Context: an optimization exercise on an open-source flow, tuned for a short achievable clock period and few clock cycles per item. The choices shown serve that exercise and are no tape-out recipe. The RTL was checked by simulation tests, not by an equivalence proof against the original design. The flow treats the clock pin as an ideal source. Dropping or thinning the clock tree relies on that and would not hold on a real chip.

==> module fm_frontend_top, before the edit <==
module fm_frontend_top (
    input  logic                 clock,
    input  logic                 i_rst_n,
    input  logic                 i_in_wr_en,
    input  fm_sample_pkg::byte_t i_in_din,
    output logic                 o_in_full,
    input  logic                 i_out_rd_en,
    output fm_sample_pkg::iq_t   o_out_iq,
    output logic                 o_out_empty
);
    localparam int unsigned YW = 32;
    logic       rst_q;
    logic       acc_q;
    logic       last_q;
    logic [7:0] din_q;
    logic       full_r;
    logic       next_last;
    logic       full_int;
    always_ff @(posedge clock) begin
        rst_q  <= i_rst_n;
        acc_q  <= i_in_wr_en && !full_int && i_rst_n;
        last_q <= i_in_wr_en && !full_int && i_rst_n && next_last;
        din_q  <= i_in_din;
    end
    assign o_in_full = full_r;
    logic        done;
    logic [15:0] xi_new;
    logic [15:0] xq_new;
    logic [303:0] hist_i;
    logic [303:0] hist_q;
    iq_decode iq_decode_inst (
        .clock   (clock),
        .i_rst_n (rst_q),
        .i_acc   (acc_q),
        .i_last  (last_q),
        .o_next_last(next_last),
        .i_byte  (din_q),
        .o_done  (done),
        .o_xi    (xi_new),
        .o_xq    (xq_new),
        .o_hist_i(hist_i),
        .o_hist_q(hist_q)
    );
    logic [YW-1:0] ps_i, pc_i, ps_q, pc_q;
    fir_partial fir_i_inst (.clock(clock), .i_hist(hist_i), .o_ps(ps_i), .o_pc(pc_i));
    fir_partial fir_q_inst (.clock(clock), .i_hist(hist_q), .o_ps(ps_q), .o_pc(pc_q));
    localparam int unsigned HW = YW / 2;
    function automatic logic [2*YW-1:0] final_csa(
        input logic [YW-1:0] ps,
        input logic [YW-1:0] pc,
        input logic [15:0]   x
    );
        logic [YW-1:0] ux;
        logic [YW-1:0] s;
        logic [YW-1:0] c;
        ux = {{(YW-16){1'b0}}, ~x[15], x[14:0]};
        s  = ps ^ pc ^ ux;
        c  = {((ps[YW-2:0] & pc[YW-2:0]) | (ps[YW-2:0] & ux[YW-2:0]) |
               (pc[YW-2:0] & ux[YW-2:0])), 1'b0};
        final_csa = {s, c};
    endfunction
    logic [YW-1:0] s_i, c_i, s_q, c_q;
    logic [HW:0]   lo_i_r, lo_q_r;       
    logic [HW-1:0] hi0_i_r, hi1_i_r;     
    logic [HW-1:0] hi0_q_r, hi1_q_r;
    logic [YW-1:0] yi;
    logic [YW-1:0] yq;
    logic          yv_r;
    assign {s_i, c_i} = final_csa(ps_i, pc_i, xi_new);
    assign {s_q, c_q} = final_csa(ps_q, pc_q, xq_new);
    always_ff @(posedge clock) begin
        lo_i_r  <= {1'b0, s_i[HW-1:0]} + {1'b0, c_i[HW-1:0]};
        hi0_i_r <= s_i[YW-1:HW] + c_i[YW-1:HW];
        hi1_i_r <= s_i[YW-1:HW] + c_i[YW-1:HW] + 1'b1;
        lo_q_r  <= {1'b0, s_q[HW-1:0]} + {1'b0, c_q[HW-1:0]};
        hi0_q_r <= s_q[YW-1:HW] + c_q[YW-1:HW];
        hi1_q_r <= s_q[YW-1:HW] + c_q[YW-1:HW] + 1'b1;
        if (!rst_q) begin
            yv_r <= 1'b0;
        end else begin
            yv_r <= done;
        end
    end
    assign yi = {lo_i_r[HW] ? hi1_i_r : hi0_i_r, lo_i_r[HW-1:0]};
    assign yq = {lo_q_r[HW] ? hi1_q_r : hi0_q_r, lo_q_r[HW-1:0]};
    logic [2*YW-1:0] head;
    logic            head_empty;
    logic            pop_q;
    sample_fifo #(
        .WIDTH(2*YW),
        .DEPTH(2)
    ) out_fifo_inst (
        .clock  (clock),
        .i_rst_n(rst_q),
        .i_wr_en(yv_r),
        .i_din  ({yi, yq}),
        .i_rd_en(i_out_rd_en),
        .o_dout (head),
        .o_empty(head_empty),
        .o_pop  (pop_q)
    );
    assign o_out_empty = head_empty;
    assign o_out_iq = head;
    localparam int unsigned CAP = 2;
    localparam int unsigned CW  = $clog2(CAP + 2);
    logic [CW-1:0] commit_cnt;
    logic [CW-1:0] commit_nxt;
    always_comb begin
        commit_nxt = commit_cnt;
        if (!rst_q) begin
            commit_nxt = '0;
        end else begin
            case ({done, pop_q})
                2'b10:   commit_nxt = commit_cnt + 1'b1;
                2'b01:   commit_nxt = commit_cnt - 1'b1;
                default: commit_nxt = commit_cnt;
            endcase
        end
    end
    always_ff @(posedge clock) begin
        commit_cnt <= commit_nxt;
        full_r     <= (commit_nxt >= CW'(CAP));
    end
    assign full_int = (commit_cnt >= CW'(CAP));
endmodule
==> flow/config.mk <==
export PLATFORM = sky130hd
export DESIGN_NAME = fm_frontend_top
export DESIGN_NICKNAME = fm_frontend_top
export VERILOG_FILES = /design/flow/design.v
export SDC_FILE = /design/flow/constraint.sdc
export NUM_CORES = 4
export LEC_CHECK = 0
export CAP_MARGIN = 20
export CORE_MARGIN = 2
export CORE_UTILIZATION = 40
export SLEW_MARGIN = 20
==> flow/constraint.sdc <==
create_clock -name core_clock -period 12.0 [get_ports {clock}]
set_input_delay 2.4000 -clock core_clock [delete_from_list [all_inputs] [get_ports {clock}]]
set_output_delay 2.4000 -clock core_clock [all_outputs]
set_load 0.01 [all_outputs]
standard.sh (not shown) runs the stock make flow with config.mk's settings and CLKGATE_MAP_FILE= SYNTH_SCRIPT=/design/flow/synth_recipe.tcl, a recipe that flattens the netlist after the stock synthesis.
==> flow/flow/run.sh <==
#!/bin/bash
# Standard synthesis and layout (the standard.sh), with:
#  - repair_timing asked for extra setup slack, port buffers made plain
#    buffers, and other ORFS knobs listed in knobs.txt;
#  - after clock tree synthesis, custom_cts.tcl rebuilds the clock tree as
#    port -> 4 mid inverters -> leaf inverting buffers -> flip-flops.
# The whole ORFS output goes to standard_flow.log in the work folder.
set -euo pipefail
here="$(cd "$(dirname "${BASH_SOURCE[0]}")" && pwd)"
mapfile -t knobs < <(grep -v '^#' "$here/knobs.txt" | grep -v '^ *$')
bash standard.sh "${knobs[@]}" "POST_CTS_TCL=$here/custom_cts.tcl" finish > standard_flow.log 2>&1
Other scripts of this flow, unchanged in this note and not shown: flow/flow/custom_cts.tcl, flow/flow/knobs.txt
Testbench counts at the start, summed over its fixed seeds: cycles 8,216, items 2,048.
Next try:
--- a/flow/design.v
+++ b/flow/design.v
@@ -2609,13 +2609,12 @@
         .o_hist_i(hist_i),
         .o_hist_q(hist_q)
     );
     logic [YW-1:0] ps_i, pc_i, ps_q, pc_q;
     fir_partial fir_i_inst (.clock(clock), .i_hist(hist_i), .o_ps(ps_i), .o_pc(pc_i));
     fir_partial fir_q_inst (.clock(clock), .i_hist(hist_q), .o_ps(ps_q), .o_pc(pc_q));
-    localparam int unsigned HW = YW / 2;
     function automatic logic [2*YW-1:0] final_csa(
         input logic [YW-1:0] ps,
         input logic [YW-1:0] pc,
         input logic [15:0]   x
     );
         logic [YW-1:0] ux;
@@ -2624,46 +2623,50 @@
         ux = {{(YW-16){1'b0}}, ~x[15], x[14:0]};
         s  = ps ^ pc ^ ux;
         c  = {((ps[YW-2:0] & pc[YW-2:0]) | (ps[YW-2:0] & ux[YW-2:0]) |
                (pc[YW-2:0] & ux[YW-2:0])), 1'b0};
         final_csa = {s, c};
     endfunction
-    logic [YW-1:0] s_i, c_i, s_q, c_q;
-    logic [HW:0]   lo_i_r, lo_q_r;       
-    logic [HW-1:0] hi0_i_r, hi1_i_r;     
-    logic [HW-1:0] hi0_q_r, hi1_q_r;
+    logic [YW-1:0] yis_r, yic_r;
+    logic [YW-1:0] yqs_r, yqc_r;
     logic [YW-1:0] yi;
     logic [YW-1:0] yq;
     logic          yv_r;
-    assign {s_i, c_i} = final_csa(ps_i, pc_i, xi_new);
-    assign {s_q, c_q} = final_csa(ps_q, pc_q, xq_new);
     always_ff @(posedge clock) begin
-        lo_i_r  <= {1'b0, s_i[HW-1:0]} + {1'b0, c_i[HW-1:0]};
-        hi0_i_r <= s_i[YW-1:HW] + c_i[YW-1:HW];
-        hi1_i_r <= s_i[YW-1:HW] + c_i[YW-1:HW] + 1'b1;
-        lo_q_r  <= {1'b0, s_q[HW-1:0]} + {1'b0, c_q[HW-1:0]};
-        hi0_q_r <= s_q[YW-1:HW] + c_q[YW-1:HW];
-        hi1_q_r <= s_q[YW-1:HW] + c_q[YW-1:HW] + 1'b1;
+        {yis_r, yic_r} <= final_csa(ps_i, pc_i, xi_new);
+        {yqs_r, yqc_r} <= final_csa(ps_q, pc_q, xq_new);
         if (!rst_q) begin
             yv_r <= 1'b0;
         end else begin
             yv_r <= done;
         end
     end
-    assign yi = {lo_i_r[HW] ? hi1_i_r : hi0_i_r, lo_i_r[HW-1:0]};
-    assign yq = {lo_q_r[HW] ? hi1_q_r : hi0_q_r, lo_q_r[HW-1:0]};
+    logic [YW-1:0] yi_r;
+    logic [YW-1:0] yq_r;
+    logic          yv2_r;
+    always_ff @(posedge clock) begin
+        yi_r <= yis_r + yic_r;
+        yq_r <= yqs_r + yqc_r;
+        if (!rst_q) begin
+            yv2_r <= 1'b0;
+        end else begin
+            yv2_r <= yv_r;
+        end
+    end
+    assign yi = yi_r;
+    assign yq = yq_r;
     logic [2*YW-1:0] head;
     logic            head_empty;
     logic            pop_q;
     sample_fifo #(
         .WIDTH(2*YW),
         .DEPTH(2)
     ) out_fifo_inst (
         .clock  (clock),
         .i_rst_n(rst_q),
-        .i_wr_en(yv_r),
+        .i_wr_en(yv2_r),
         .i_din  ({yi, yq}),
         .i_rd_en(i_out_rd_en),
         .o_dout (head),
         .o_empty(head_empty),
         .o_pop  (pop_q)
     );
=> The new run completed with no timing, DRC or antenna violations. Hold slack stays flat. Final cell count went up by 1.2%. Fmax grows by 1.5%. Worst setup slack improves by 48 ps. Routed wire length goes up by 2.8%. Critical path depth does not change. Synthesized cell count rises by 1.5%.
Testbench counts after the change, summed over its fixed seeds: cycles 8,224, items 2,048.
No run of this note takes its clock network from TritonCTS; it comes from the design's own scripts or RTL.

-- afterwards: timing with drivers on the ports --
In the flow no input, the clock included, has a driving cell. The finished layouts below were timed again as built, in two steps.
Step 1: set_driving_cell puts a clkbuf_16 on clock and a buf_2 on each other input, an assumption about the parent block.
Step 2 moves the port delays by t, midway between the first and last clock arrival at a register: inputs arrive t later, outputs are due t later. That takes back most of the time a late clock gives input paths.
Slacks: ideal ports / drivers / drivers and shift; pairs: ideal ports / drivers.
| run | shift t [ns] | slack for setup (ns) | worst register clock-pin slew, ns | pins driven straight from the clock port |
|---|---|---|---|---|
| the first run | 0.635 | 8.711 / 8.428 / 8.481 | 0.10 / 0.10 | 4 |
| the second run | 0.642 | 8.760 / 8.473 / 8.553 | 0.10 / 0.10 | 4 |
After both steps setup and hold are still met in every run listed. For the first run, which loses most, drivers alone change the setup slack by -0.283 ns; drivers and shift together by -0.230 ns.
